What follows belongs to an exercise in optimizing a design on an open flow for small area, a short achievable clock period and few clock cycles per item; a production flow would make more cautious choices.
Function was checked by simulation only, so behaviour that the tests miss may differ from the original.

[design/flow/flow/run.sh]
#!/bin/bash
# Standard ORFS layout, with plain buf_1 cells as the port buffers instead of
# the delay cells buffer_ports picks by default, a clock tree with larger
# sink clusters and no dummy loads..
set -euo pipefail
export BUFFER_PORTS_ARGS="-buffer_cell sky130_fd_sc_hd__buf_1"
export CTS_ARGS="-sink_clustering_enable -repair_clock_nets -dont_use_dummy_load -sink_clustering_size 20 -sink_clustering_max_diameter 80"
bash standard.sh > standard.log 2>&1
[design/flow/standard.sh]
#!/bin/bash
# synth_recipe.tcl (not shown) runs the flow's synth.tcl, then flattens the netlist and writes it again
# the make line also repeats each setting of config.mk as NAME=value (left out here)
make -C /OpenROAD-flow-scripts/flow DESIGN_CONFIG=/design/flow/config.mk WORK_HOME=/design/flow/orfs CLKGATE_MAP_FILE= SYNTH_SCRIPT=/design/flow/synth_recipe.tcl "${@:-finish}"
[design/flow/config.mk]
export PLATFORM = sky130hd
export DESIGN_NAME = asconTop
export DESIGN_NICKNAME = asconTop
export VERILOG_FILES = /design/flow/design.v
export SDC_FILE = /design/flow/constraint.sdc
export NUM_CORES = 4
export LEC_CHECK = 0
export CAP_MARGIN = 20
export CORE_MARGIN = 2
export CORE_UTILIZATION = 60
export SETUP_SLACK_MARGIN = 5
export SLEW_MARGIN = 20
[design/flow/constraint.sdc]
create_clock -name core_clock -period 8.0 [get_ports {clk}]
set_input_delay 1.6000 -clock core_clock [delete_from_list [all_inputs] [get_ports {clk}]]
set_output_delay 1.6000 -clock core_clock [all_outputs]
set_load 0.01 [all_outputs]
[design/flow/design.v]
`timescale 1ns/1ps
module asconRound (
    input  logic [320-1:0] stateIn,
    input  logic [3:0]                   roundIdx,
    output logic [320-1:0] stateOut
);
    logic [64-1:0] x0, x1, x2, x3, x4;
    logic [64-1:0] t0, t1, t2, t3, t4;
    logic [64-1:0] y0, y1, y2, y3, y4;
    logic [7:0]                  rc;
    assign rc = {~roundIdx, roundIdx};
    always_comb begin
        x0 = stateIn[(320-1-64*(0)) -: 64];
        x1 = stateIn[(320-1-64*(1)) -: 64];
        x2 = stateIn[(320-1-64*(2)) -: 64];
        x3 = stateIn[(320-1-64*(3)) -: 64];
        x4 = stateIn[(320-1-64*(4)) -: 64];
        x2[7:0] = x2[7:0] ^ rc;
        x0 = x0 ^ x4;
        x4 = x4 ^ x3;
        x2 = x2 ^ x1;
        t0 = ~x0 & x1;
        t1 = ~x1 & x2;
        t2 = ~x2 & x3;
        t3 = ~x3 & x4;
        t4 = ~x4 & x0;
        x0 = x0 ^ t1;
        x1 = x1 ^ t2;
        x2 = x2 ^ t3;
        x3 = x3 ^ t4;
        x4 = x4 ^ t0;
        x1 = x1 ^ x0;
        x0 = x0 ^ x4;
        x3 = x3 ^ x2;
        x2 = ~x2;
        y0 = x0 ^ {x0[18:0], x0[63:19]} ^ {x0[27:0], x0[63:28]};
        y1 = x1 ^ {x1[60:0], x1[63:61]} ^ {x1[38:0], x1[63:39]};
        y2 = x2 ^ {x2[0:0],  x2[63:1]}  ^ {x2[5:0],  x2[63:6]};
        y3 = x3 ^ {x3[9:0],  x3[63:10]} ^ {x3[16:0], x3[63:17]};
        y4 = x4 ^ {x4[6:0],  x4[63:7]}  ^ {x4[40:0], x4[63:41]};
    end
    assign stateOut = {y0, y1, y2, y3, y4};
endmodule
`timescale 1ns/1ps
module asconPermutation #(
    parameter int roundsPerCycle = 1
) (
    input  logic [320-1:0] stateIn,
    input  logic [3:0]                   roundIdx,
    output logic [320-1:0] stateOut
);
    logic [320-1:0] chain [0:roundsPerCycle];
    assign chain[0] = stateIn;
    for (genvar g = 0; g < roundsPerCycle; g++) begin : g_round
        asconRound u_round (
            .stateIn (chain[g]),
            .roundIdx(roundIdx | 4'(g)),
            .stateOut(chain[g+1])
        );
    end
    assign stateOut = chain[roundsPerCycle];
endmodule
`timescale 1ns/1ps
module asconPadding (
    input  logic [64-1:0] block,
    input  logic [4-1:0]  len,
    output logic [64-1:0] padded,
    output logic [8-1:0] byteMask
);
    always_comb begin
        for (int b = 0; b < 8; b++) begin
            byteMask[8-1-b] = (b < len);
            if (b < len) begin
                padded[64-1-8*b -: 8] = block[64-1-8*b -: 8];
            end else if (b == len) begin
                padded[64-1-8*b -: 8] = 8'h80;
            end else begin
                padded[64-1-8*b -: 8] = 8'h00;
            end
        end
    end
endmodule
`timescale 1ns/1ps
module asconController (
    input  logic       clk,
    input  logic       rst,
    input  logic       start,
    input  logic       hasAd,
    input  logic       enc,
    input  logic       dLast,       
    output logic       idle,
    output logic [3:0] roundIdx,
    output logic       adMode,      
    output logic       injAd,       
    output logic       injText,     
    output logic       injDec,      
    output logic       injKey34,    
    output logic       injDs,       
    output logic       read,
    output logic       outValid,
    output logic       tagValid
);
    localparam int R = 1;
    localparam logic [3:0] lastIdx = 4'(12 - R);
    localparam logic [3:0] preIdx  = 4'(12 - 2 * R);
    localparam logic [3:0] shortRunStart = 12 - 6;
    localparam logic [2:0] phIdle  = 3'd0;
    localparam logic [2:0] phInit  = 3'd1;
    localparam logic [2:0] phAd    = 3'd2;
    localparam logic [2:0] phText  = 3'd3;
    localparam logic [2:0] phFinal = 3'd4;
    localparam logic [2:0] phTag   = 3'd5;
    logic [2:0] phase;
    logic       isLast;
    logic       isPre;
    logic       absorbing;
    assign idle      = (phase == phIdle);
    assign isLast    = (roundIdx == lastIdx);
    assign isPre     = (roundIdx == preIdx);
    assign absorbing = (phase == phInit) || (phase == phAd) || (phase == phText);
    always_ff @(posedge clk or posedge rst) begin
        if (rst) begin
            phase    <= phIdle;
            roundIdx <= 4'd0;
            adMode   <= 1'b0;
            injAd    <= 1'b0;
            injText  <= 1'b0;
            injDec   <= 1'b0;
            injKey34 <= 1'b0;
            injDs    <= 1'b0;
            read     <= 1'b0;
            outValid <= 1'b0;
            tagValid <= 1'b0;
        end else begin
            injAd    <= absorbing && isPre && adMode;
            injText  <= absorbing && isPre && !adMode;
            injDec   <= absorbing && isPre && !adMode && !enc;
            injDs    <= ((phase == phInit) || (phase == phAd)) && isPre && !adMode;
            injKey34 <= ((phase == phInit) || (phase == phFinal)) && isPre;
            read     <= (absorbing && isPre && adMode) || injText;
            outValid <= injText;
            tagValid <= (phase == phFinal) && isLast;
            roundIdx <= roundIdx + 4'(R);
            case (phase)
                phIdle: begin
                    roundIdx <= 4'd0;
                    if (start) begin
                        phase  <= phInit;
                        adMode <= hasAd;
                    end
                end
                phInit, phAd, phText: begin
                    if (isLast) begin
                        roundIdx <= shortRunStart;
                        if (adMode) begin
                            phase  <= phAd;
                            adMode <= !dLast;
                        end else if (dLast) begin
                            phase    <= phFinal;
                            roundIdx <= 4'd0;
                        end else begin
                            phase <= phText;
                        end
                    end
                end
                phFinal: begin
                    if (isLast) begin
                        phase <= phTag;
                    end
                end
                default: begin
                    phase <= phIdle;
                end
            endcase
        end
    end
endmodule
`timescale 1ns/1ps
module asconTop (
    input  logic                         clk,
    input  logic                         rst,
    input  logic                         start,
    input  logic                         hasAd,
    input  logic                         enc,
    input  logic [128-1:0]   key,
    input  logic [128-1:0]   nonce,
    input  logic [64-1:0]  adBlock,
    input  logic [4-1:0]   adLen,
    input  logic [64-1:0]  textBlock,
    input  logic [4-1:0]   textLen,
    output logic                         read,
    output logic [64-1:0]  outBlock,
    output logic                         outValid,
    output logic [128-1:0]   tag,
    output logic                         tagValid
);
    logic                         idle;
    logic [3:0]                   roundIdx;
    logic                         adMode;
    logic                         injAd;
    logic                         injText;
    logic                         injDec;
    logic                         injKey34;
    logic                         injDs;
    logic [320-1:0] stateReg;
    logic [320-1:0] permOut;
    logic [128-1:0]   keyReg;
    logic [64-1:0]  selBlock;
    logic [4-1:0]   selLen;
    logic [8-1:0] lenBytes;
    logic [64-1:0]  dPad;      
    logic [8-1:0] dBytes;    
    logic [8-1:0] padBytes;  
    logic                         dLast;     
    logic [64-1:0]  outReg;
    logic [64-1:0]  mask64;
    logic [64-1:0]  keep0;
    logic [64-1:0]  inj0;
    logic [128-1:0]   inj12;
    logic [128-1:0]   inj34;
    logic [320-1:0] nextState;
    logic [64-1:0]  y0;
    asconController u_controller (
        .clk     (clk),
        .rst     (rst),
        .start   (start),
        .hasAd   (hasAd),
        .enc     (enc),
        .dLast   (dLast),
        .idle    (idle),
        .roundIdx(roundIdx),
        .adMode  (adMode),
        .injAd   (injAd),
        .injText (injText),
        .injDec  (injDec),
        .injKey34(injKey34),
        .injDs   (injDs),
        .read    (read),
        .outValid(outValid),
        .tagValid(tagValid)
    );
    asconPermutation #(
        .roundsPerCycle(1)
    ) u_permutation (
        .stateIn (stateReg),
        .roundIdx(roundIdx),
        .stateOut(permOut)
    );
    assign selBlock = adMode ? adBlock : textBlock;
    assign selLen   = adMode ? adLen : textLen;
    always_comb begin
        for (int b = 0; b < 8; b++) begin
            lenBytes[8-1-b] = (b < selLen);
        end
    end
    always_ff @(posedge clk) begin
        dBytes <= lenBytes;
    end
    assign padBytes = {1'b1, dBytes[8-1:1]} & ~dBytes;
    assign dLast    = !dBytes[0];
    for (genvar b = 0; b < 8; b++) begin : g_pad
        assign dPad[8*b +: 8] = (selBlock[8*b +: 8] & {8{dBytes[b]}}) | {padBytes[b], 7'd0};
    end
    for (genvar b = 0; b < 8; b++) begin : g_mask
        assign mask64[8*b +: 8] = {8{dBytes[b]}};
    end
    assign keep0 = injDec ? ~mask64 : '1;
    assign inj0  = (injAd || injText) ? dPad : '0;
    assign inj12 = (injText && dLast) ? keyReg : '0;
    assign inj34 = (injKey34 ? keyReg : '0) ^ {127'd0, injDs};
    assign y0 = permOut[(320-1-64*(0)) -: 64];
    always_comb begin
        nextState = permOut ^ {inj0, inj12, inj34};
        nextState[(320-1-64*(0)) -: 64] = (y0 & keep0) ^ inj0;
        if (idle) begin
            nextState = {64'h80400c0600000000, key, nonce};
        end
    end
    always_ff @(posedge clk) begin
        stateReg <= nextState;
        outReg   <= (y0 ^ dPad) & mask64;
        if (idle) begin
            keyReg <= key;
        end
    end
    assign outBlock = outReg;
    assign tag      = stateReg[128-1:0];
endmodule
==> qor.csv, run 1 <==
stage;metric;value;unit
place;Cells after DPL;5357;
worst_hold_path;Worst Hold Depth;1;
worst_hold_path;HP Class;flop to flop;
worst_setup_path;Largest stage delay, worst path;0.76;ns
detailed_routing;Final ANT Viol Nets;0;
detailed_routing;number of remaining DRC errors;0;
synthesis;Top FF cell, synth;dfxtp_1;
place;Placed Area;40500;um2
cells_and_area;utilization after layout;65.6;%
grt;vias in the first global route;28000;
synthesis;Seq/Total Area, Yosys;31.4;%
floorplanning;Die ar.;66300;um2
worst_setup_path;Worst Path Max Fanout;4;
sta;Setup Skew;0.0624;ns
grt;first-pass GRT wire length;203000;um
grt;pin count of the biggest net entering global routing;199;
run_status;run status;timing/DRC/antenna clean;
worst_setup_path;r2r setup slk;4.89;ns
sta;RSZ-0062 raised after global routing;false;
worst_setup_path;Crit Path Category;flop to flop;
place;PortBufs;591;
synthesis;Yosys cell types;47;
synthesis;Synth Instances;4165;
sta;Final WS setup;4.89;ns
sta;final hold violation count;0;
worst_setup_path;reg2reg start;stateReg[96];
detailed_routing;final wirelength;148000;um
cts;Root Driver;clkbuf_16;
detailed_routing;drt wl/cell;27.5;um
cts;clock slew at reported path FFs;0.09;ns
detailed_routing;vias per cell;5.67;
synthesis;top-count cell post-synth;xnor2_1;
worst_setup_path;Worst Path Required;8.47;ns
cts;TritonCTS clock tree;yes;
sta;max-slew violations;0;
synthesis;syn_nets;4692;
cells_and_area;Nets;5080;
place;RD Place Congestion;1.05;
synthesis;Cell Area, Synth;38500;um2
cells_and_area;Layout Area Growth over Synthesis;7.77;%
worst_hold_path;hold endpoint;u_controller.injKey34;
worst_setup_path;slowest CP cell;xnor2_1;
cts;number of buffers inserted by hold repair at cts;0;
floorplanning;Starting Density;60.9;%
worst_setup_path;CP arrival;3.58;ns
flow_run;Max-Cap Viols;0;
worst_setup_path;crit-path most repeated cell;xnor2_1;
floorplanning;Die Wd;257;um
sta;total negative slack;0;ns
cts;Sink Count;536;
grt;Total GRT Usage;43.6;%
place;Setup WS pre-CTS;4.92;ns
cts;CTS buffer count;39;
synthesis;Commonest cells post-synth;848 x xnor2_1, 546 x nand2_1, 392 x dfxtp_1, 380 x xor2_1, 250 x nor2_1;
detailed_routing;via count;30600;
sta;hold_ws;0.504;ns
sta;final setup vio count;0;
floorplanning;number of cell rows;92;
worst_setup_path;Worst setup EP type;flop;
cts;maximum clock path buffer count;3;
synthesis;number of enable flip-flop cells after synthesis;128;
worst_hold_path;hold_sp;u_controller.phase[1];
cells_and_area;Non-Filler Instances;5401;
synthesis;Yosys Warn Count;6;
floorplanning;Core Area;63300;um2
sta;Slew headroom;16.1;%
sta;post-layout minimum cycle time;3.11;ns
worst_setup_path;CP startpoint kind;flop;
cells_and_area;fin area;41500;um2
detailed_routing;DRT iter0 DRCs;3780;
cts;H-tree Lvls;2;
sta;Max Clock Freq;0.322;GHz
cts;worst skew pair latency;0.61;ns
floorplanning;I/O Pins;592;
sta;Final period util;38.9;%
grt;initial antenna violation count;10;
worst_setup_path;cells on worst reg2reg path;7;
detailed_routing;drt pass-1 iters;5;
synthesis;Yosys reg bits;536;
synthesis;post-synth top area share;20.4;%
synthesis;synth top area cells;dfxtp_1 20%, xnor2_1 19%, edfxtp_1 10%;
synthesis;ys async rst share;2.99;%
sta;Worst Tran Pin Value;1.25;ns
place;HPWL Detailed;122000;um
cells_and_area;share of cells above drive strength 1;5.12;%
worst_setup_path;Cell Chain, Critical Path;inv_1 > ha_1 > xnor2_1 > xnor2_1 > xnor2_1 > xnor2_1 > a21oi_1;
grt;gr ovfl total;0;
synthesis;Syn Area/Cell;9.25;um2
floorplanning;Die Y;257;um
synthesis;cell taking the most area after synthesis;dfxtp_1;
worst_setup_path;reg2reg end;stateReg[79];
==> cell usage in the layout, fill, tap and decap left out, types with 11 or more instances in the layout <==
master,count
xnor2_1,846
buf_1,591
nand2_1,546
dfxtp_1,390
xor2_1,380
nor2_1,249
inv_1,197
a21oi_1,180
o21ai_0,167
ha_1,130
edfxtp_1,128
xnor2_2,124
mux2i_1,122
o21ai_1,99
and2_1,64
nor3_1,55
xnor3_1,52
maj3_1,51
clkbuf_16,40
buf_4,23
maj3_2,13
dfrtp_1,13
nand3_1,11
==> per-layer routing <==
layer / GRT usage [%] / wire length (um) / vias up
met5: 0 / 80 / -
met2: 65.8 / 64300 / 1784
met1: 58.2 / 57000 / 14500
met3: 9.42 / 17700 / 328
met4: 23.6 / 9440 / 12
li1: - / - / 14000
==> cell families after synthesis <==
group	synth area share [%]
muxes	3.17
AOI/OAI and AO/OA	6.40
adders and majority gates	5.92
xor gates and xnor gates	37.1
DFF	31.4
buffers and inverters	6.07
and+or+nand+nor	9.98
==> worst max-delay path, delay by kind of cell, from the launching register on <==
kind / cells / cell delay, ns
AO/OA/AOI/OAI: 1 / 0.13
flip-flops: 1 / 0.48
buffers and inverters: 1 / 0.14
adder cells (fa/ha/maj): 1 / 0.21
XOR/XNOR: 4 / 1.99
==> cell type report <==
class / count / area, um2
Clock buffer: 39 / 976
Multi-Input combinational cell: 3157 / 24100
Sequential cell: 536 / 12100
Fill cell: 5480 / 21800
Antenna cell: 4 / 10.0
Tap cell: 846 / 1060
Timing Repair Buffer: 619 / 2480
Inverter: 200 / 767
==> sequential cells by signal (all words and copies together) (netlist names) <==
name,cells
outReg,64
keyReg,128
u_controller.injAd,1
u_controller.injDec,1
u_controller.injKey34,1
u_controller.read,1
u_controller.tagValid,1
stateReg,320
u_controller.injText,1
u_controller.phase,3
u_controller.outValid,1
dBytes,8
u_controller.adMode,1
u_controller.roundIdx,4
u_controller.injDs,1
==> worst max path at each step <==
stage	slack, ns	from	endpoint	cells past startpoint
after floorplan	5.32	u_controller.phase[2]	keyReg[0]	7
after global placement	4.98	u_controller.phase[2]	stateReg[286]	6
after CTS	5.01	u_controller.phase[2]	stateReg[284]	6
after global routing	5.00	u_controller.injKey34	stateReg[80]	5
after detailed placement	4.92	u_controller.phase[2]	stateReg[284]	6
final	4.89	stateReg[96]	stateReg[79]	7
==> timing repair <==
item,CTS,global route
cloned,0,1
setup endpoints to repair,83,233
buffers inserted,0,0
resized for setup,2,7
Testbench counts, summed over its fixed seeds: cycles 17,560, blocks 1,860.
==> run 2, diff against run 1 <==
--- a/design/flow/design.v
+++ b/design/flow/design.v
@@ -92,6 +92,6 @@
     output logic [3:0] roundIdx,
     output logic       adMode,      
-    output logic       injAd,       
     output logic       injText,     
+    output logic       injAny,      
     output logic       injDec,      
     output logic       injKey34,    
@@ -124,6 +124,6 @@
             roundIdx <= 4'd0;
             adMode   <= 1'b0;
-            injAd    <= 1'b0;
             injText  <= 1'b0;
+            injAny   <= 1'b0;
             injDec   <= 1'b0;
             injKey34 <= 1'b0;
@@ -133,6 +133,6 @@
             tagValid <= 1'b0;
         end else begin
-            injAd    <= absorbing && isPre && adMode;
             injText  <= absorbing && isPre && !adMode;
+            injAny   <= absorbing && isPre;
             injDec   <= absorbing && isPre && !adMode && !enc;
             injDs    <= ((phase == phInit) || (phase == phAd)) && isPre && !adMode;
@@ -198,6 +198,6 @@
     logic [3:0]                   roundIdx;
     logic                         adMode;
-    logic                         injAd;
     logic                         injText;
+    logic                         injAny;
     logic                         injDec;
     logic                         injKey34;
@@ -209,7 +209,9 @@
     logic [4-1:0]   selLen;
     logic [8-1:0] lenBytes;
-    logic [64-1:0]  dPad;      
     logic [8-1:0] dBytes;    
     logic [8-1:0] padBytes;  
+    logic [8-1:0] injBytes;
+    logic [8-1:0] injPads;
+    logic [8-1:0] decBytes;
     logic                         dLast;     
     logic [64-1:0]  outReg;
@@ -231,6 +233,6 @@
         .roundIdx(roundIdx),
         .adMode  (adMode),
-        .injAd   (injAd),
         .injText (injText),
+        .injAny  (injAny),
         .injDec  (injDec),
         .injKey34(injKey34),
@@ -259,12 +261,12 @@
     assign padBytes = {1'b1, dBytes[8-1:1]} & ~dBytes;
     assign dLast    = !dBytes[0];
+    assign injBytes = dBytes & {8{injAny}};
+    assign injPads  = padBytes & {8{injAny}};
+    assign decBytes = dBytes & {8{injDec}};
     for (genvar b = 0; b < 8; b++) begin : g_pad
-        assign dPad[8*b +: 8] = (selBlock[8*b +: 8] & {8{dBytes[b]}}) | {padBytes[b], 7'd0};
-    end
-    for (genvar b = 0; b < 8; b++) begin : g_mask
-        assign mask64[8*b +: 8] = {8{dBytes[b]}};
-    end
-    assign keep0 = injDec ? ~mask64 : '1;
-    assign inj0  = (injAd || injText) ? dPad : '0;
+        assign inj0[8*b +: 8]   = (selBlock[8*b +: 8] & {8{injBytes[b]}}) | {injPads[b], 7'd0};
+        assign mask64[8*b +: 8] = {8{injBytes[b]}};
+        assign keep0[8*b +: 8]  = {8{!decBytes[b]}};
+    end
     assign inj12 = (injText && dLast) ? keyReg : '0;
     assign inj34 = (injKey34 ? keyReg : '0) ^ {127'd0, injDs};
@@ -279,5 +281,5 @@
     always_ff @(posedge clk) begin
         stateReg <= nextState;
-        outReg   <= (y0 ^ dPad) & mask64;
+        outReg   <= (y0 ^ inj0) & mask64;
         if (idle) begin
             keyReg <= key;
==> design/flow/flow/run.sh (replaced) <==
#!/bin/bash
# Standard ORFS layout, with plain buf_1 cells as the port buffers instead of
# the delay cells buffer_ports picks by default, a clock tree with larger
# sink clusters and no dummy loads, and timing repair aiming below the period.
set -euo pipefail
export BUFFER_PORTS_ARGS="-buffer_cell sky130_fd_sc_hd__buf_1"
export CTS_ARGS="-sink_clustering_enable -repair_clock_nets -dont_use_dummy_load -sink_clustering_size 20 -sink_clustering_max_diameter 80"
export SETUP_SLACK_MARGIN=5.2
bash standard.sh > standard.log 2>&1
--- a/design/flow/config.mk
+++ b/design/flow/config.mk
@@ -8,5 +8,4 @@
 export CAP_MARGIN = 20
 export CORE_MARGIN = 2
-export CORE_UTILIZATION = 60
-export SETUP_SLACK_MARGIN = 5
+export CORE_UTILIZATION = 40
 export SLEW_MARGIN = 20
==> run 2 against run 1 <==
Utilization shrank 20 points. Maximum frequency is 8.0% higher. Non-clock buffer count rose by 10. Hold slack worse by 0.075 ns. Synthesized cell count is 2.4% lower. Still clean. Sequential cell count stayed put. Cell count grew 6.4%. First-iteration DRC count down 7.4%. Clock skew rose by 0.019 ns. Highest routed layer unchanged.
==> qor.csv, run 2 <==
stage;metric;value;unit
run_status;run status;timing/DRC/antenna clean;
floorplanning;I/O Pins;592;
detailed_routing;final wirelength;168000;um
place;HPWL Detailed;137000;um
grt;initial antenna violation count;32;
synthesis;syn_nets;4591;
cells_and_area;Largest register FFs;320;
synthesis;Synth Instances;4064;
worst_setup_path;Crit path max-delay family;XOR/XNOR gates;
synthesis;Top FF cell, synth;dfxtp_1;
sta;max-slew violations;0;
cells_and_area;utilization after layout;45.3;%
cells_and_area;Reg with most FFs;stateReg;
sta;Max Clock Freq;0.347;GHz
worst_setup_path;CP bufs+invs;0;
worst_setup_path;Worst Path Max Fanout;4;
cts;CTS buffer count;42;
cells_and_area;Largest regs;stateReg: 320 flops, keyReg: 128 flops, outReg: 64 flops;
detailed_routing;drt pass-1 iters;6;
cells_and_area;Layout Area Growth over Synthesis;12.3;%
synthesis;Commonest cells post-synth;911 x xnor2_1, 496 x nand2_1, 400 x xor2_1, 392 x dfxtp_1, 269 x nor2_1;
synthesis;synth top area cells;xnor2_1 21%, dfxtp_1 21%, edfxtp_1 10%;
worst_setup_path;Worst Path Required;8.44;ns
cells_and_area;fin area;42200;um2
cts;Sink Count;536;
worst_setup_path;reg2reg start;stateReg[150];
detailed_routing;vias per cell;5.35;
worst_setup_path;Worst setup EP type;flop;
worst_setup_path;Largest stage delay, worst path;0.71;ns
grt;Total GRT Usage;33.4;%
synthesis;Syn Area/Cell;9.26;um2
synthesis;Cell Area, Synth;37600;um2
flow_run;Max-Cap Viols;0;
grt;first-pass GRT wire length;226000;um
cts;H-tree Lvls;2;
cts;worst skew pair latency;0.63;ns
worst_setup_path;Cell Chain, Critical Path;ha_1 > xnor2_1 > xnor2_1 > xnor2_1 > xnor2_1 > a21oi_1;
synthesis;Yosys Warn Count;6;
place;RD Place Congestion;1.07;
synthesis;cell taking the most area after synthesis;xnor2_1;
detailed_routing;number of remaining DRC errors;0;
detailed_routing;DRT iter0 DRCs;3499;
synthesis;post-synth top area share;21.2;%
cells_and_area;commonest non-fill, non-tap cell in the layout;xnor2_1;
worst_setup_path;Setup crit start;stateReg[150];
sta;Final WS setup;5.12;ns
detailed_routing;Final ANT Viol Nets;0;
sta;final hold violation count;0;
worst_setup_path;CP startpoint kind;flop;
sta;RSZ-0062 raised after global routing;false;
worst_hold_path;hold endpoint;u_controller.outValid;
synthesis;Seq/Total Area, Yosys;32.1;%
cells_and_area;commonest cells after routing, fill and taps aside;860 x xnor2_1, 533 x buf_1, 496 x nand2_1;
worst_hold_path;hold_sp;u_controller.injText;
sta;Setup Skew;0.0813;ns
worst_setup_path;slowest CP cell;xnor2_1;
sta;Worst Tran Pin Value;1.20;ns
synthesis;number of enable flip-flop cells after synthesis;128;
worst_setup_path;CP arrival;3.32;ns
synthesis;Yosys reg bits;536;
cells_and_area;register area;12300;um2
detailed_routing;via count;30800;
sta;hold_ws;0.430;ns
floorplanning;Starting Density;40.4;%
floorplanning;Die ar.;96500;um2
place;Setup WS pre-CTS;4.41;ns
worst_setup_path;reg2reg end;stateReg[86];
synthesis;ys async rst share;2.99;%
detailed_routing;drt wl/cell;29.2;um
worst_hold_path;Worst Hold Depth;0;
cells_and_area;FILL cells;9222;
worst_setup_path;cells on worst reg2reg path;6;
cells_and_area;area of the multi-input gates;23700;um2
synthesis;top-count cell post-synth;xnor2_1;
sta;post-layout minimum cycle time;2.88;ns
place;Placed Area;40200;um2
grt;vias in the first global route;28800;
cts;number of buffers inserted by hold repair at cts;0;
place;PortBufs;591;
worst_hold_path;HP Class;flop to flop;
cells_and_area;share of cells above drive strength 1;9.03;%
sta;Slew headroom;19.6;%
sta;final setup vio count;0;
worst_setup_path;crit-path most repeated cell;xnor2_1;
floorplanning;Core Area;93200;um2
sta;total negative slack;0;ns
sta;Final period util;36.0;%
grt;pin count of the biggest net entering global routing;100;
cells_and_area;Nets;5004;
cts;TritonCTS clock tree;yes;
grt;gr ovfl total;0;
worst_setup_path;r2r setup slk;5.12;ns
floorplanning;Die Wd;311;um
worst_setup_path;Crit Path Category;flop to flop;
cts;Root Driver;clkbuf_16;
synthesis;Yosys cell types;53;
floorplanning;number of cell rows;112;
floorplanning;Die Y;311;um
cts;maximum clock path buffer count;3;
cts;clock slew at reported path FFs;0.08;ns
run 2: worst max-delay path by stage:
stage	end	slack, ns	depth (start not counted)
2_1_floorplan	keyReg[0]	5.37	6
3_3_place_gp	stateReg[279]	4.53	7
3_5_place_dp	stateReg[279]	4.41	7
4_1_cts	stateReg[279]	5.03	7
5_1_grt	tag[4]	5.20	1
6_report	stateReg[86]	5.12	6
run 2: what timing repair did:
action                     CTS  global route
pin swaps                    1             5
setup endpoints to repair  406           188
gates resized for setup    208            59
cloned                       2             2
setup buffers                2             2
run 2: cell families (layout without fill, tap and decap cells):
logic type | after synthesis | after routing | share of synthesized area [%]
compound gates | 524 | 524 | 7.74
xor+xnor | 1420 | 1420 | 36.4
fa+ha+maj | 194 | 194 | 6.03
buf+inv | 470 | 879 | 6.05
flops | 536 | 536 | 32.1
mux | 122 | 122 | 3.42
other cells | 0 | 19 | 0
simple gates | 798 | 800 | 8.24
run 2: worst register-to-register path, delay by kind of cell, from the launching register on:
kind	cells	cell delay (ns)
AOI/OAI and AO/OA	1	0.13
adders and majority gates	1	0.29
DFF	1	0.46
xor gates and xnor gates	4	1.86
run 2: per-layer routing:
layer	vias up	part of all wire [%]	global-route usage [%]
met2	1679	45	52.1
met3	298	10	6.74
met1	14900	39	43.8
met5	-	0.089	0
met4	22	5.5	17.1
li1	13900	-	-
run 2: through the flow:
step,cells
after CTS,5725
after floorplan,4064
after global routing,5744
after global placement,5679
after detailed placement,5679
final,5748
run 2: final cells by class:
class	count	area share, %
Inverter	208	1.88
Multi-Input combinational cell	3060	56.2
Clock buffer	42	2.49
Timing Repair Buffer	629	6.43
Antenna cell	19	0.113
Tap cell	1254	3.71
Sequential cell	536	29.2
Testbench counts of run 2, summed over its fixed seeds: cycles 17,560, blocks 1,860.
==> run 3, diff against run 2 <==
--- a/design/flow/config.mk
+++ b/design/flow/config.mk
@@ -8,4 +8,5 @@
 export CAP_MARGIN = 20
 export CORE_MARGIN = 2
-export CORE_UTILIZATION = 40
+export CORE_UTILIZATION = 55
+export PLACE_DENSITY = 0.8
 export SLEW_MARGIN = 20
==> run 3 against run 2 <==
Non-clock buffer count shrank 2. Clock skew grew 0.0097 ns. Critical path depth shrank 1. First-iteration DRC count grew 16%. Register-to-register slack lost 0.06 ns.
==> qor.csv, run 3 <==
stage;metric;value;unit
run_status;run status;timing/DRC/antenna clean;
sta;Final period util;36.7;%
cts;maximum clock path buffer count;3;
grt;Total GRT Usage;43.5;%
sta;Setup Skew;0.0910;ns
synthesis;XOR/XNOR Fraction of Synth Area;36.4;%
detailed_routing;DRT iter0 DRCs;4053;
cells_and_area;Nets;4997;
detailed_routing;via count;31300;
sta;Max Clock Freq;0.340;GHz
floorplanning;Die Wd;266;um
worst_hold_path;hold endpoint;u_controller.outValid;
synthesis;top-count cell post-synth;xnor2_1;
synthesis;Top FF cell, synth;dfxtp_1;
synthesis;largest family of logic cells by synthesized area;XOR/XNOR gates;
cts;number of buffers inserted by hold repair at cts;0;
grt;initial antenna violation count;11;
cts;Sink Count;536;
cts;TritonCTS clock tree;yes;
grt;gr ovfl total;0;
synthesis;synth top area cells;xnor2_1 21%, dfxtp_1 21%, edfxtp_1 10%;
floorplanning;I/O Pins;592;
worst_setup_path;Worst setup EP type;flop;
detailed_routing;number of remaining DRC errors;0;
detailed_routing;drt wl/cell;29.3;um
sta;final hold violation count;0;
synthesis;post-synthesis simple-gate area fraction;8.24;%
sta;post-layout minimum cycle time;2.94;ns
synthesis;Cell Area, Synth;37600;um2
cells_and_area;Layout Area Growth over Synthesis;10.0;%
worst_hold_path;hold_sp;u_controller.injText;
synthesis;number of enable flip-flop cells after synthesis;128;
sta;final setup vio count;0;
worst_setup_path;CP arrival;3.39;ns
floorplanning;number of cell rows;95;
synthesis;Yosys reg bits;536;
synthesis;Yosys Warn Count;6;
synthesis;post-synth top area share;21.2;%
synthesis;Synth Instances;4064;
detailed_routing;drt pass-1 iters;8;
detailed_routing;Final ANT Viol Nets;0;
cells_and_area;share of cells above drive strength 1;7.95;%
place;PortBufs;591;
floorplanning;Die ar.;70500;um2
worst_setup_path;Worst Path Max Fanout;65;
synthesis;Syn Area/Cell;9.26;um2
sta;Final WS setup;5.06;ns
sta;Worst Tran Pin Value;1.26;ns
synthesis;post-synthesis compound-gate area fraction;7.74;%
sta;max-slew violations;0;
grt;vias in the first global route;29600;
floorplanning;Starting Density;55.8;%
synthesis;ys async rst share;2.99;%
worst_hold_path;HP Class;flop to flop;
cts;H-tree Lvls;2;
synthesis;mux cell area share after synthesis;3.42;%
worst_hold_path;Worst Hold Depth;0;
worst_setup_path;Worst Path Required;8.45;ns
place;RD Place Congestion;1.09;
floorplanning;Die Y;266;um
synthesis;Yosys cell types;53;
synthesis;syn_nets;4591;
grt;pin count of the biggest net entering global routing;123;
floorplanning;Core Area;67400;um2
worst_setup_path;cells on worst reg2reg path;5;
cells_and_area;Reg with most FFs;stateReg;
cts;CTS buffer count;39;
cells_and_area;FILL cells;5936;
worst_setup_path;reg2reg start;u_controller.injKey34;
worst_setup_path;r2r setup slk;5.06;ns
worst_setup_path;reg2reg end;stateReg[15];
worst_setup_path;Crit Path Category;flop to flop;
sta;Slew headroom;15.5;%
place;Setup WS pre-CTS;4.78;ns
cells_and_area;commonest cells after routing, fill and taps aside;876 x xnor2_1, 557 x buf_1, 496 x nand2_1;
flow_run;Max-Cap Viols;0;
synthesis;Seq/Total Area, Yosys;32.1;%
grt;first-pass GRT wire length;215000;um
synthesis;cell taking the most area after synthesis;xnor2_1;
cells_and_area;Largest regs;stateReg: 320 flops, keyReg: 128 flops, outReg: 64 flops;
worst_setup_path;CP startpoint kind;flop;
cts;worst skew pair latency;0.63;ns
cts;Root Driver;clkbuf_16;
cts;clock slew at reported path FFs;0.08;ns
detailed_routing;vias per cell;5.86;
detailed_routing;final wirelength;157000;um
place;HPWL Detailed;128000;um
cells_and_area;commonest non-fill, non-tap cell in the layout;xnor2_1;
sta;RSZ-0062 raised after global routing;true;
synthesis;Commonest cells post-synth;911 x xnor2_1, 496 x nand2_1, 400 x xor2_1, 392 x dfxtp_1, 269 x nor2_1;
cells_and_area;Largest register FFs;320;
synthesis;Post-Synth Adder-Cell Area;6.03;%
sta;total negative slack;0;ns
## run 3: cells by family after synthesis
| family | after synthesis |
|---|---|
| xor gates and xnor gates | 1420 |
| AOI/OAI and AO/OA | 524 |
| buffers and inverters | 470 |
| DFF | 536 |
| and+or+nand+nor | 798 |
| muxes | 122 |
| adders and majority gates | 194 |
## run 3: final cells by class
cell class	instances	area (um2)	share of cell area, %
clock buffer	39	976	2.36
multi-input combinational	3058	23600	57.0
sequential	536	12200	29.6
inverter	208	797	1.93
tap	873	1090	2.64
timing repair buffer	627	2650	6.41
antenna	6	15.0	0.0363
## run 3: how the worst max path moves through the flow
| stage | start | end | slack (ns) | depth (start not counted) |
|---|---|---|---|---|
| 2_1_floorplan | u_controller.phase[2] | keyReg[0] | 5.37 | 6 |
| 3_3_place_gp | u_controller.injKey34 | stateReg[15] | 4.78 | 5 |
| 3_5_place_dp | u_controller.phase[2] | stateReg[120] | 4.78 | 5 |
| 4_1_cts | u_controller.phase[2] | stateReg[120] | 5.12 | 5 |
| 5_1_grt | stateReg[201] | stateReg[120] | 5.18 | 7 |
| 6_report | u_controller.injKey34 | stateReg[15] | 5.06 | 5 |
## run 3: worst max-delay path, cell delays in order, from the launching register on
cell and delay, ns:
dfrtp_4 0.81, buf_6 0.56, nand2_1 0.37, xor2_1 0.28, xnor2_1 0.48, a21oi_1 0.14
## run 3: per-layer routing
layer	track usage, %	vias up	part of all wire, %
met2	66.6	2121	43
met1	55.2	14900	37
met5	0	-	0.036
li1	-	13800	-
met4	28.2	8	7.7
met3	10.1	433	13
## run 3: what timing repair did
item / CTS / global route
buffers inserted: 2 / 0
gates resized for setup: 153 / 41
endpoints found under the hold margin: 0 / 0
endpoints found under the setup margin: 369 / 149
pin swaps: 0 / 1
gates cloned: 1 / 0
## run 3: metrics by stage
step,hold slack (ns),std cells,util [%],area [um2]
6_report,0.433,5347,61.4,41400
5_1_grt,0.441,5345,61.4,41400
4_1_cts,0.439,5340,61.0,41100
3_5_place_dp,0.416,5298,59.0,39700
3_3_place_gp,0.400,5298,58.9,39700
2_1_floorplan,0.368,4064,-,37600
==> run 4, diff against run 3 <==
--- a/design/flow/config.mk
+++ b/design/flow/config.mk
@@ -8,5 +8,5 @@
 export CAP_MARGIN = 20
 export CORE_MARGIN = 2
-export CORE_UTILIZATION = 55
-export PLACE_DENSITY = 0.8
+export CORE_UTILIZATION = 40
 export SLEW_MARGIN = 20
+export TNS_END_PERCENT = 10
==> run 4 against run 3 <==
Area after synthesis stayed put. Critical path depth up 2. Sequential share of layout area fell by 0.54 points. Utilization is 17 points lower. Hold slack got worse by 0.0041 ns. Largest cell class unchanged. Cell count rose by 7.4%. Clock skew decreased by 0.0098 ns. Via count down 2.6%. Highest routed layer unchanged. Global-route usage is 10 points lower. Wire length is 6.7% higher. Count of clock-buffer cells in the layout increased by 3.
==> qor.csv, run 4 <==
stage;metric;value;unit
run_status;run status;timing/DRC/antenna clean;
synthesis;Synth Instances;4064;
detailed_routing;drt wl/cell;29.1;um
sta;Setup Skew;0.0811;ns
worst_setup_path;Crit path max-delay family;XOR/XNOR gates;
synthesis;cell taking the most area after synthesis;xnor2_1;
place;Setup WS pre-CTS;4.41;ns
sta;Worst Tran Pin Value;1.27;ns
cts;Sink Count;536;
synthesis;top-count cell post-synth;xnor2_1;
grt;GRT Max-Usage Layer;met2;
synthesis;Seq/Total Area, Yosys;32.1;%
sta;Slew headroom;15.2;%
cells_and_area;FILL cells;9288;
floorplanning;Die Y;311;um
cts;number of buffers inserted by hold repair at cts;0;
cts;Root Driver;clkbuf_16;
worst_setup_path;slowest CP cell;xnor2_1;
worst_hold_path;HP Class;flop to flop;
cts;H-tree Lvls;2;
cts;maximum clock path buffer count;3;
sta;Max Clock Freq;0.335;GHz
sta;Final WS setup;5.01;ns
synthesis;syn_nets;4591;
grt;vias in the first global route;28700;
detailed_routing;Final ANT Viol Nets;0;
worst_setup_path;Worst Path Max Fanout;4;
sta;total negative slack;0;ns
cts;clock slew at reported path FFs;0.08;ns
synthesis;post-synth top area share;21.2;%
grt;gr ovfl total;0;
cells_and_area;utilization after layout;44.8;%
cells_and_area;Layout Area Growth over Synthesis;11.0;%
cells_and_area;Largest register FFs;320;
worst_setup_path;Cell Chain, Critical Path;inv_1 > ha_1 > xnor2_1 > xnor2_1 > xnor2_1 > xnor2_1 > a21oi_1;
worst_setup_path;crit-path most repeated cell;xnor2_1;
floorplanning;Die Wd;311;um
worst_setup_path;CP startpoint kind;flop;
worst_setup_path;Worst setup EP type;flop;
grt;GR Util met3;7.30;%
cells_and_area;commonest cells after routing, fill and taps aside;883 x xnor2_1, 586 x buf_1, 496 x nand2_1;
floorplanning;Core Area;93200;um2
cells_and_area;Non-Filler Instances;5744;
worst_setup_path;CP arrival;3.44;ns
synthesis;Commonest cells post-synth;911 x xnor2_1, 496 x nand2_1, 400 x xor2_1, 392 x dfxtp_1, 269 x nor2_1;
synthesis;number of enable flip-flop cells after synthesis;128;
sta;hold_ws;0.429;ns
synthesis;Syn Area/Cell;9.26;um2
floorplanning;Starting Density;40.4;%
cts;CTS buffer count;42;
worst_setup_path;r2r setup slk;5.01;ns
worst_setup_path;reg2reg end;stateReg[86];
worst_setup_path;CP bufs+invs;1;
sta;Final period util;37.4;%
floorplanning;Die ar.;96500;um2
cells_and_area;Largest regs;stateReg: 320 flops, keyReg: 128 flops, outReg: 64 flops;
detailed_routing;vias per cell;5.31;
cells_and_area;commonest non-fill, non-tap cell in the layout;xnor2_1;
worst_setup_path;Setup crit start;stateReg[86];
place;Cells after DPL;5679;
worst_hold_path;hold_sp;u_controller.injText;
cts;worst skew pair latency;0.64;ns
place;PortBufs;591;
synthesis;Yosys cell types;53;
synthesis;synth top area cells;xnor2_1 21%, dfxtp_1 21%, edfxtp_1 10%;
cells_and_area;share of cells above drive strength 1;5.48;%
sta;final hold violation count;0;
synthesis;Cell Area, Synth;37600;um2
cells_and_area;fin area;41700;um2
detailed_routing;via count;30500;
synthesis;Yosys Warn Count;6;
place;Placed Area;40200;um2
worst_hold_path;hold endpoint;u_controller.outValid;
cells_and_area;Reg with most FFs;stateReg;
grt;pin count of the biggest net entering global routing;100;
detailed_routing;drt pass-1 iters;6;
worst_setup_path;Largest stage delay, worst path;0.71;ns
synthesis;Yosys reg bits;536;
place;RD Place Congestion;1.07;
detailed_routing;final wirelength;167000;um
grt;Total GRT Usage;33.4;%
worst_setup_path;reg2reg start;stateReg[86];
synthesis;Top FF cell, synth;dfxtp_1;
floorplanning;number of cell rows;112;
place;HPWL Detailed;137000;um
sta;post-layout minimum cycle time;2.99;ns
detailed_routing;DRT iter0 DRCs;3611;
cts;TritonCTS clock tree;yes;
grt;GRT met2 Usage;51.9;%
flow_run;Max-Cap Viols;0;
grt;initial antenna violation count;32;
cts;postcts setup bufs;0;
worst_setup_path;Crit Path Category;flop to flop;
worst_setup_path;Worst Path Required;8.45;ns
sta;max-slew violations;0;
sta;final setup vio count;0;
sta;RSZ-0062 raised after global routing;true;
detailed_routing;number of remaining DRC errors;0;
grt;first-pass GRT wire length;226000;um
synthesis;ys async rst share;2.99;%
worst_setup_path;cells on worst reg2reg path;7;
grt;met1 usage;43.5;%
worst_hold_path;Worst Hold Depth;0;
floorplanning;I/O Pins;592;
cells_and_area;Nets;5000;
==> run 4: cell counts after synthesis <==
Identical to the previous run, type by type.
==> run 4: worst register-to-register path: cells and delay by family (launching register included) <==
kind / cells / cell delay, ns
adder cells (fa/ha/maj): 1 / 0.21
buffers and inverters: 1 / 0.13
AO/OA/AOI/OAI: 1 / 0.13
flip-flops: 1 / 0.50
XOR/XNOR: 4 / 1.88
==> run 4: worst max path at each step <==
stage	end	slack (ns)	cells after the start
2_1_floorplan	keyReg[0]	5.37	6
3_3_place_gp	stateReg[279]	4.53	7
3_5_place_dp	stateReg[279]	4.41	7
4_1_cts	tag[113]	4.99	1
5_1_grt	tag[16]	5.06	1
6_report	stateReg[86]	5.01	7
==> run 4: cell type report <==
class	count	area, um2	share of cell area (%)
Antenna cell	19	47.5	0.114
Clock buffer	42	1050	2.52
Multi-Input combinational cell	3060	23600	56.4
Sequential cell	536	12100	29.1
Tap cell	1254	1570	3.76
Timing Repair Buffer	625	2610	6.24
Inverter	208	793	1.90
==> run 4: cells by family (layout without fill, tap and decap cells) <==
| kind of cell | Yosys count | in the layout | synth area share [%] |
|---|---|---|---|
| and+or+nand+nor | 798 | 800 | 8.24 |
| buffers and inverters | 470 | 875 | 6.05 |
| adders and majority gates | 194 | 194 | 6.03 |
| AOI/OAI and AO/OA | 524 | 524 | 7.74 |
| DFF | 536 | 536 | 32.1 |
| muxes | 122 | 122 | 3.42 |
| xor gates and xnor gates | 1420 | 1420 | 36.4 |
| other | 0 | 19 | 0 |
==> run 4: repair_timing <==
action	CTS	global route
resized for setup	15	53
endpoints found under the setup margin	406	378
gates cloned	2	2
pin swaps	1	2
==> run 4: routing by layer <==
metal  routed length [um]  share of wire (%)  up-vias
met5                  163              0.097        -
met4                 9600                5.7       24
met3                16900                 10      298
met2                74200                 44     1613
met1                66600                 40    14700
li1                     -                  -    13800
==> run 5, diff against run 4 <==
--- a/design/flow/flow/run.sh
+++ b/design/flow/flow/run.sh
@@ -6,4 +6,4 @@
 export BUFFER_PORTS_ARGS="-buffer_cell sky130_fd_sc_hd__buf_1"
 export CTS_ARGS="-sink_clustering_enable -repair_clock_nets -dont_use_dummy_load -sink_clustering_size 20 -sink_clustering_max_diameter 80"
-export SETUP_SLACK_MARGIN=5.2
+export SETUP_SLACK_MARGIN=5.3
 bash standard.sh > standard.log 2>&1
==> run 5 against run 4 <==
Still clean on timing, DRC and antenna. Synthesized cell count did not move. Cell count barely moved. Via count rose by 0.42%. Clock skew rose by 0.0033 ns. Setup slack improved by 0.066 ns. Critical path depth fell by 1. Global-route usage rose by 0.14 points. Hold slack barely moved. Utilization rose by 0.27 points.
==> qor.csv, run 5 <==
stage;metric;value;unit
run_status;run status;timing/DRC/antenna clean;
synthesis;Synth Instances;4064;
worst_setup_path;cells on worst reg2reg path;6;
grt;initial antenna violation count;34;
grt;Total GRT Usage;33.6;%
synthesis;Seq/Total Area, Yosys;32.1;%
cells_and_area;share of cells above drive strength 1;6.51;%
grt;GR Util met3;7.01;%
place;Setup WS pre-CTS;4.41;ns
synthesis;Post-Synth Adder-Cell Area;6.03;%
cells_and_area;Reg with most FFs;stateReg;
sta;Worst Tran Pin Value;1.18;ns
floorplanning;I/O Pins;592;
sta;Final WS setup;5.08;ns
cts;Sink Count;536;
grt;pin count of the biggest net entering global routing;100;
worst_setup_path;reg2reg start;stateReg[265];
synthesis;post-synth top area share;21.2;%
grt;gr ovfl total;0;
cts;CTS buffer count;42;
worst_setup_path;Largest stage delay, worst path;0.69;ns
floorplanning;Die Y;311;um
cells_and_area;Largest regs;stateReg: 320 flops, keyReg: 128 flops, outReg: 64 flops;
floorplanning;Core Area;93200;um2
floorplanning;Die Wd;311;um
cells_and_area;commonest cells after routing, fill and taps aside;856 x xnor2_1, 585 x buf_1, 496 x nand2_1;
worst_setup_path;Levels on crit path;6;
sta;Final period util;36.5;%
worst_setup_path;Worst Path Max Fanout;4;
worst_setup_path;Worst setup EP type;flop;
cts;TritonCTS clock tree;yes;
worst_setup_path;end of the critical path;stateReg[310];
cells_and_area;Layout Area Growth over Synthesis;11.7;%
cts;H-tree Lvls;2;
worst_setup_path;Cell Chain, Critical Path;xnor2_2 > nand2_2 > xnor2_2 > xnor3_1 > and3_1 > or3_1;
cts;maximum clock path buffer count;3;
cells_and_area;FILL cells;9260;
grt;GRT Max-Usage Layer;met2;
sta;final setup vio count;0;
worst_setup_path;Setup crit start;stateReg[265];
cells_and_area;fin area;42000;um2
detailed_routing;DRT iter0 DRCs;3635;
worst_hold_path;HP Class;flop to flop;
place;PortBufs;591;
grt;first-pass GRT wire length;227000;um
synthesis;Syn Area/Cell;9.26;um2
synthesis;Yosys Warn Count;6;
sta;total negative slack;0;ns
worst_setup_path;r2r setup slk;5.08;ns
synthesis;number of enable flip-flop cells after synthesis;128;
worst_setup_path;CP bufs+invs;0;
worst_setup_path;reg2reg end;stateReg[310];
cells_and_area;Largest register FFs;320;
synthesis;XOR/XNOR Fraction of Synth Area;36.4;%
synthesis;Yosys cell types;53;
worst_setup_path;crit-path most repeated cell;xnor2_2;
flow_run;Max-Cap Viols;0;
sta;max-slew violations;0;
floorplanning;number of cell rows;112;
synthesis;synth top area cells;xnor2_1 21%, dfxtp_1 21%, edfxtp_1 10%;
worst_setup_path;Crit Path Category;flop to flop;
worst_setup_path;CP startpoint kind;flop;
cells_and_area;Nets;5001;
cts;Root Driver;clkbuf_16;
detailed_routing;drt wl/cell;29.2;um
grt;met1 usage;43.9;%
cts;clock slew at reported path FFs;0.08;ns
cts;worst skew pair latency;0.63;ns
synthesis;post-synthesis simple-gate area fraction;8.24;%
place;HPWL Detailed;137000;um
detailed_routing;Final ANT Viol Nets;0;
place;RD Place Congestion;1.07;
worst_setup_path;Worst Path Required;8.49;ns
synthesis;top-count cell post-synth;xnor2_1;
synthesis;syn_nets;4591;
detailed_routing;drt pass-1 iters;7;
cells_and_area;commonest non-fill, non-tap cell in the layout;xnor2_1;
detailed_routing;final wirelength;167000;um
sta;Setup Skew;0.0844;ns
worst_setup_path;slowest CP cell;xnor2_2;
synthesis;Cell Area, Synth;37600;um2
place;Cells after DPL;5679;
grt;GRT met2 Usage;52.2;%
synthesis;mux cell area share after synthesis;3.42;%
sta;post-layout minimum cycle time;2.92;ns
detailed_routing;vias per cell;5.34;
cells_and_area;Non-Filler Instances;5743;
grt;vias in the first global route;28800;
floorplanning;Starting Density;40.4;%
detailed_routing;number of remaining DRC errors;0;
worst_setup_path;Crit path max-delay family;XOR/XNOR gates;
sta;Max Clock Freq;0.342;GHz
sta;final hold violation count;0;
place;Placed Area;40200;um2
floorplanning;Die ar.;96500;um2
synthesis;cell taking the most area after synthesis;xnor2_1;
synthesis;post-synthesis compound-gate area fraction;7.74;%
synthesis;largest family of logic cells by synthesized area;XOR/XNOR gates;
detailed_routing;via count;30600;
synthesis;ys async rst share;2.99;%
sta;Slew headroom;20.9;%
cts;number of buffers inserted by hold repair at cts;0;
synthesis;Yosys reg bits;536;
worst_setup_path;CP arrival;3.42;ns
synthesis;Commonest cells post-synth;911 x xnor2_1, 496 x nand2_1, 400 x xor2_1, 392 x dfxtp_1, 269 x nor2_1;
sta;RSZ-0062 raised after global routing;true;
synthesis;Top FF cell, synth;dfxtp_1;
run 5: cell counts after synthesis:
Identical to the previous run, type by type.
run 5: worst min path at each step:
stage | cells past startpoint | slack [ns] | end | start
after detailed placement | 0 | 0.40 | u_controller.outValid | u_controller.injText
final | 0 | 0.43 | u_controller.outValid | u_controller.injText
after floorplan | 0 | 0.37 | u_controller.outValid | u_controller.injText
after global placement | 0 | 0.41 | u_controller.outValid | u_controller.injText
after CTS | 0 | 0.42 | u_controller.outValid | u_controller.injText
after global routing | 0 | 0.45 | u_controller.outValid | u_controller.injText
run 5: routing by layer:
layer | share of wire, % | vias to the layer above
li1 | - | 13800
met1 | 40 | 14800
met2 | 44 | 1666
met3 | 9.9 | 327
met4 | 6.0 | 26
met5 | 0.11 | -
run 5: cell type report:
cell class | instances | area, um2 | area share [%]
diodes | 17 | 42.5 | 0.101
repair buffers | 626 | 2610 | 6.22
inverters | 208 | 793 | 1.89
well taps | 1254 | 1570 | 3.74
clock buffers | 42 | 1050 | 2.50
multi-input cells | 3060 | 23800 | 56.7
flip-flops and latches | 536 | 12100 | 28.9
run 5: cell families after synthesis:
| family | Yosys count |
|---|---|
| xor+xnor | 1420 |
| simple gates | 798 |
| flops | 536 |
| compound gates | 524 |
| buf+inv | 470 |
| fa+ha+maj | 194 |
| mux | 122 |
run 5: repair_timing:
item | 4_1_cts | 5_1_grt
gates cloned | 3 | 1
endpoints found under the setup margin | 547 | 381
pin swaps | 3 | 2
buffers inserted | 0 | 1
resized for setup | 67 | 43
run 5: through the flow:
stage,util [%],hold slack [ns]
after global routing,45.1,0.452
after CTS,44.7,0.425
after floorplan,-,0.368
after detailed placement,43.2,0.400
after global placement,43.1,0.409
final,45.1,0.428
==> run 6, diff against run 5 <==
--- a/design/flow/flow/run.sh
+++ b/design/flow/flow/run.sh
@@ -6,4 +6,4 @@
 export BUFFER_PORTS_ARGS="-buffer_cell sky130_fd_sc_hd__buf_1"
 export CTS_ARGS="-sink_clustering_enable -repair_clock_nets -dont_use_dummy_load -sink_clustering_size 20 -sink_clustering_max_diameter 80"
-export SETUP_SLACK_MARGIN=5.3
+export SETUP_SLACK_MARGIN=5.2
 bash standard.sh > standard.log 2>&1
--- a/design/flow/config.mk
+++ b/design/flow/config.mk
@@ -9,4 +9,4 @@
 export CORE_MARGIN = 2
 export CORE_UTILIZATION = 40
+export PLACE_DENSITY = 0.75
 export SLEW_MARGIN = 20
-export TNS_END_PERCENT = 10
==> run 6 against run 5 <==
Still clean. Sequential share of layout area increased by 0.36 points. Non-clock buffer count down 6. Maximum frequency is 0.47% higher.
==> qor.csv, run 6 <==
stage;metric;value;unit
detailed_routing;DRT iter0 DRCs;3923;
detailed_routing;Final ANT Viol Nets;0;
sta;Slew headroom;10.1;%
worst_setup_path;Worst setup EP type;flop;
floorplanning;I/O Pins;592;
synthesis;Yosys reg bits;536;
place;Cells after DPL;5670;
cts;clock slew at reported path FFs;0.10;ns
cells_and_area;commonest cells after routing, fill and taps aside;864 x xnor2_1, 517 x buf_1, 496 x nand2_1;
synthesis;synth top area cells;xnor2_1 21%, dfxtp_1 21%, edfxtp_1 10%;
grt;Total GRT Usage;33.1;%
sta;Max Clock Freq;0.344;GHz
worst_setup_path;CP startpoint kind;flop;
cts;TritonCTS clock tree;yes;
detailed_routing;via count;31300;
place;Placed Area;40200;um2
grt;vias in the first global route;29900;
synthesis;syn_nets;4591;
floorplanning;Die Wd;311;um
synthesis;top-count cell post-synth;xnor2_1;
sta;max-slew violations;0;
place;Setup WS pre-CTS;4.79;ns
sta;Final WS setup;5.09;ns
synthesis;Yosys Warn Count;6;
floorplanning;number of cell rows;112;
worst_hold_path;HP Class;flop to flop;
cells_and_area;Largest regs;stateReg: 320 flops, keyReg: 128 flops, outReg: 64 flops;
place;PortBufs;591;
sta;final hold violation count;0;
sta;post-layout minimum cycle time;2.91;ns
detailed_routing;final wirelength;166000;um
synthesis;post-synth top area share;21.2;%
synthesis;Cell Area, Synth;37600;um2
detailed_routing;number of remaining DRC errors;0;
run_status;run status;timing/DRC/antenna clean;
place;HPWL Detailed;136000;um
cells_and_area;Non-Filler Instances;5745;
floorplanning;Starting Density;40.4;%
cts;H-tree Lvls;2;
sta;total negative slack;0;ns
grt;initial antenna violation count;43;
cells_and_area;Layout Area Growth over Synthesis;11.8;%
cts;maximum clock path buffer count;3;
sta;RSZ-0062 raised after global routing;true;
cells_and_area;fin area;42100;um2
synthesis;Synth Instances;4064;
synthesis;Commonest cells post-synth;911 x xnor2_1, 496 x nand2_1, 400 x xor2_1, 392 x dfxtp_1, 269 x nor2_1;
place;RD Place Congestion;1.15;
detailed_routing;drt wl/cell;28.9;um
synthesis;ys async rst share;2.99;%
synthesis;Syn Area/Cell;9.26;um2
cells_and_area;share of cells above drive strength 1;9.21;%
cells_and_area;Reg with most FFs;stateReg;
worst_setup_path;CP arrival;3.39;ns
flow_run;Max-Cap Viols;0;
synthesis;Yosys cell types;53;
floorplanning;Core Area;93200;um2
worst_setup_path;Worst Path Required;8.49;ns
grt;gr ovfl total;0;
floorplanning;Die ar.;96500;um2
cells_and_area;Nets;4992;
grt;pin count of the biggest net entering global routing;148;
cells_and_area;FILL cells;9119;
cts;CTS buffer count;40;
worst_setup_path;Crit Path Category;flop to flop;
synthesis;Top FF cell, synth;dfxtp_1;
grt;first-pass GRT wire length;226000;um
synthesis;Seq/Total Area, Yosys;32.1;%
synthesis;cell taking the most area after synthesis;xnor2_1;
sta;Setup Skew;0.0768;ns
cts;Root Driver;clkbuf_16;
floorplanning;Die Y;311;um
detailed_routing;vias per cell;5.45;
sta;Final period util;36.4;%
detailed_routing;drt pass-1 iters;6;
sta;final setup vio count;0;
worst_setup_path;Worst Path Max Fanout;4;
cts;worst skew pair latency;0.62;ns
sta;Worst Tran Pin Value;1.34;ns
cells_and_area;Largest register FFs;320;
synthesis;number of enable flip-flop cells after synthesis;128;
cells_and_area;commonest non-fill, non-tap cell in the layout;xnor2_1;
cts;Sink Count;536;
[run 6: cell counts after synthesis]
No cell type changed its count.
[run 6: cell families after synthesis]
| kind of cell | synth area share (%) |
|---|---|
| buffers and inverters | 6.05 |
| flip-flops | 32.1 |
| AO/OA/AOI/OAI | 7.74 |
| multiplexers | 3.42 |
| adder cells (fa/ha/maj) | 6.03 |
| XOR/XNOR | 36.4 |
| AND/OR/NAND/NOR | 8.24 |
[run 6: area by class of cell]
type	instances	area, um2	share of cell area (%)
Antenna cell	28	70.1	0.167
Inverter	208	797	1.89
Clock buffer	40	1000	2.38
Sequential cell	536	12300	29.3
Multi-Input combinational cell	3059	23700	56.2
Timing Repair Buffer	620	2670	6.35
Tap cell	1254	1570	3.73
[run 6: worst paths after layout]
kind / start / to / slack, ns / depth (start not counted)
worst max-delay path: stateReg[244] / stateReg[116] / 5.09 / 7
worst min-delay path: u_controller.injText / u_controller.outValid / 0.42 / 0
worst max register to register: stateReg[244] / stateReg[116] / 5.09 / 7
worst min register to register: u_controller.injText / u_controller.outValid / 0.42 / 0
max in group asynchronous: rst / u_controller.injDec / 6.47 / 2
min in group asynchronous: rst / u_controller.adMode / 1.06 / 2
[run 6: timing repair]
action                                  CTS  global route
hold buffers                              0             0
gates cloned                              2             1
resized for setup                       210            62
endpoints found under the setup margin  365           134
pin swaps                                 0             1
buffers inserted                          2             2
[run 6: worst max-delay path, stage by stage, from the launching register on]
cell     delay, ns
dfxtp_1       0.41
inv_1         0.10
ha_1          0.29
xnor2_1       0.25
xnor2_1       0.85
xor2_1        0.17
xnor2_1       0.56
a21oi_1       0.14
[run 6: stage by stage]
step,utilization (%),hold WS [ns]
after global placement,43.1,0.407
after detailed placement,43.1,0.403
after global routing,45.1,0.433
final,45.1,0.425
after floorplan,-,0.368
after CTS,44.7,0.427
[run 6: per-layer routing]
metal	routed length, um	vias to the layer above	share of wire, %	global-route usage, %
met3	21600	484	13	10.9
li1	-	13900	-	-
met2	70900	1946	43	49.8
met1	59000	15000	36	39.6
met5	183	-	0.11	0
met4	14000	24	8.4	23.8
==> run 7, diff against run 6 <==
--- a/design/flow/config.mk
+++ b/design/flow/config.mk
@@ -9,4 +9,3 @@
 export CORE_MARGIN = 2
 export CORE_UTILIZATION = 40
-export PLACE_DENSITY = 0.75
-export SLEW_MARGIN = 20
+export SLEW_MARGIN = 75
==> run 7 against run 6 <==
Highest routed layer unchanged. Final area grew 16%. Critical path depth is 6 lower. Hold slack better by 0.015 ns. Utilization is 7.3 points higher. First-iteration DRC count is 5.3% lower. Die area unchanged. Maximum frequency up 4.0%. Wire length grew 1.8%.
==> qor.csv, run 7 <==
stage;metric;value;unit
synthesis;Synth Instances;4064;
sta;Final period util;34.9;%
detailed_routing;drt wl/cell;27.6;um
grt;pin count of the biggest net entering global routing;60;
synthesis;Commonest cells post-synth;911 x xnor2_1, 496 x nand2_1, 400 x xor2_1, 392 x dfxtp_1, 269 x nor2_1;
place;Placed Area;46900;um2
run_status;run status;timing/DRC/antenna clean;
cts;H-tree Lvls;2;
grt;initial antenna violation count;34;
worst_hold_path;HP Class;flop to flop;
sta;max-slew violations;0;
worst_setup_path;Worst Path Required;6.40;ns
floorplanning;Die ar.;96500;um2
worst_setup_path;Worst setup EP type;primary output;
cells_and_area;commonest non-fill, non-tap cell in the layout;xnor2_1;
synthesis;post-synth top area share;21.2;%
flow_run;Max-Cap Viols;0;
synthesis;Top FF cell, synth;dfxtp_1;
floorplanning;Die Y;311;um
cts;Root Driver;clkbuf_16;
sta;Final WS setup;5.20;ns
grt;gr ovfl total;0;
cells_and_area;Largest regs;stateReg: 320 flops, keyReg: 128 flops, outReg: 64 flops;
sta;Slew headroom;71.7;%
detailed_routing;Final ANT Viol Nets;0;
synthesis;synth top area cells;xnor2_1 21%, dfxtp_1 21%, edfxtp_1 10%;
cts;clock slew at reported path FFs;0.09;ns
worst_setup_path;CP arrival;1.20;ns
worst_setup_path;CP bufs+invs;1;
sta;Worst Tran Pin Value;0.421;ns
worst_setup_path;Largest stage delay, worst path;0.43;ns
cts;number of buffers inserted by hold repair at cts;0;
floorplanning;I/O Pins;592;
worst_setup_path;slowest CP cell;dfxtp_4;
cts;Sink Count;536;
detailed_routing;final wirelength;169000;um
grt;Total GRT Usage;34.0;%
floorplanning;Die Wd;311;um
worst_setup_path;Cell Chain, Critical Path;buf_2;
floorplanning;Starting Density;40.4;%
cells_and_area;fin area;48800;um2
grt;vias in the first global route;31000;
synthesis;top-count cell post-synth;xnor2_1;
cells_and_area;Nets;5369;
sta;final hold violation count;0;
place;Setup WS pre-CTS;5.17;ns
detailed_routing;vias per cell;5.23;
synthesis;ys async rst share;2.99;%
detailed_routing;number of remaining DRC errors;0;
cells_and_area;Reg with most FFs;stateReg;
floorplanning;Core Area;93200;um2
place;RD Place Congestion;1.07;
cts;TritonCTS clock tree;yes;
worst_setup_path;CP startpoint kind;flop;
worst_setup_path;Worst Path Max Fanout;4;
cells_and_area;Largest register FFs;320;
synthesis;Yosys cell types;53;
cells_and_area;Non-Filler Instances;6115;
cts;CTS buffer count;41;
cells_and_area;area of the multi-input gates;27500;um2
grt;first-pass GRT wire length;232000;um
synthesis;syn_nets;4591;
synthesis;Syn Area/Cell;9.26;um2
synthesis;Seq/Total Area, Yosys;32.1;%
cells_and_area;FILL cells;8512;
synthesis;Yosys Warn Count;6;
sta;final setup vio count;0;
cts;maximum clock path buffer count;3;
sta;Setup Skew;0.0523;ns
detailed_routing;via count;32000;
worst_setup_path;Crit Path Category;flop to primary output;
sta;RSZ-0062 raised after global routing;true;
detailed_routing;DRT iter0 DRCs;3717;
sta;hold_ws;0.440;ns
synthesis;number of enable flip-flop cells after synthesis;128;
detailed_routing;drt pass-1 iters;6;
worst_setup_path;Crit path max-delay family;flip-flops;
cells_and_area;utilization after layout;52.4;%
cells_and_area;share of cells above drive strength 1;24.5;%
cells_and_area;register area;12400;um2
place;Cells after DPL;6042;
synthesis;Cell Area, Synth;37600;um2
sta;Max Clock Freq;0.358;GHz
synthesis;Yosys reg bits;536;
cells_and_area;commonest cells after routing, fill and taps aside;585 x xnor2_1, 534 x buf_1, 494 x nand2_1;
floorplanning;number of cell rows;112;
sta;total negative slack;0;ns
synthesis;cell taking the most area after synthesis;xnor2_1;
cts;worst skew pair latency;0.61;ns
place;HPWL Detailed;144000;um
place;PortBufs;591;
cells_and_area;Layout Area Growth over Synthesis;29.8;%
sta;post-layout minimum cycle time;2.80;ns
## run 7: kinds of logic after synthesis
logic type	synth area share, %
and+or+nand+nor	8.24
DFF	32.1
muxes	3.42
buffers and inverters	6.05
adders and majority gates	6.03
AOI/OAI and AO/OA	7.74
xor gates and xnor gates	36.4
## run 7: cell type report
cell class	count	area share [%]
antenna	21	0.108
clock buffer	41	2.10
inverter	208	1.64
multi-input combinational	3058	56.4
sequential	536	25.4
tap	1254	3.21
timing repair buffer	997	11.2
## run 7: final timing paths
| check | slack, ns | cells past startpoint | to | start |
|---|---|---|---|---|
| setup / recovery | 5.20 | 1 | tag[56] | stateReg[56] |
| hold / removal | 0.44 | 0 | u_controller.outValid | u_controller.injText |
| setup reg to reg | 5.24 | 10 | stateReg[112] | u_controller.roundIdx[1] |
| hold reg to reg | 0.44 | 0 | u_controller.outValid | u_controller.injText |
| max in group asynchronous | 6.88 | 2 | u_controller.injKey34 | rst |
| min in group asynchronous | 0.90 | 2 | u_controller.roundIdx[3] | rst |
## run 7: per-layer routing
metal  track usage (%)  vias up  part of all wire (%)
met3              8.00      377                    10
met5                 0        -                 0.082
li1                  -    14600                     -
met4              19.6       20                   6.7
met2              52.5     1707                    44
met1              43.4    15300                    39
## run 7: what timing repair did
action | CTS | global route
endpoints found under the setup margin | 107 | 67
endpoints found under the hold margin | 0 | 0
resized for setup | 173 | 62
buffers inserted | 0 | 3
pin swaps | 0 | 1

-- static timing again, ports no longer ideal --
Ports are ideal in the flow. The routed layouts listed here were re-timed in OpenROAD. Step 1 sets driving cells, clkbuf_16 on the clock port and buf_2 on the other inputs (assumed; they add their load-dependent delay and slew). Step 2 moves the port delays by t, midway between the first and last clock arrival at a register: inputs arrive t later, outputs are due t later. That takes back most of the time a late clock gives input paths. Slacks: ideal / step 1 / step 2; pairs: ideal / step 1.
| run | shift t [ns] | setup slack, ns | hold slack, ns | latest minus earliest clock arrival (ns) | cell pins on the clock port's net |
|---|---|---|---|---|---|
| run 1 | 0.651 | 4.890 / 4.890 / 4.890 | 0.504 / 0.504 / 0.504 | 0.063 / 0.062 | 1 |
| run 2 | 0.664 | 5.119 / 5.119 / 5.101 | 0.430 / 0.430 / 0.430 | 0.082 / 0.081 | 1 |
| run 3 | 0.655 | 5.061 / 5.061 / 5.061 | 0.433 / 0.433 / 0.433 | 0.092 / 0.091 | 1 |
| run 4 | 0.672 | 5.012 / 5.011 / 5.012 | 0.429 / 0.429 / 0.429 | 0.082 / 0.082 | 1 |
| run 5 | 0.666 | 5.078 / 5.034 / 4.991 | 0.428 / 0.428 / 0.428 | 0.085 / 0.085 | 1 |
| run 6 | 0.651 | 5.092 / 5.092 / 5.092 | 0.425 / 0.425 / 0.425 | 0.078 / 0.077 | 1 |
| run 7 | 0.659 | 5.204 / 5.132 / 5.153 | 0.440 / 0.440 / 0.440 | 0.053 / 0.053 | 1 |
After both steps every run listed still meets setup and hold. The setup slack of run 5, which loses most, moves by -0.044 ns with the drivers and by -0.087 ns with both steps.
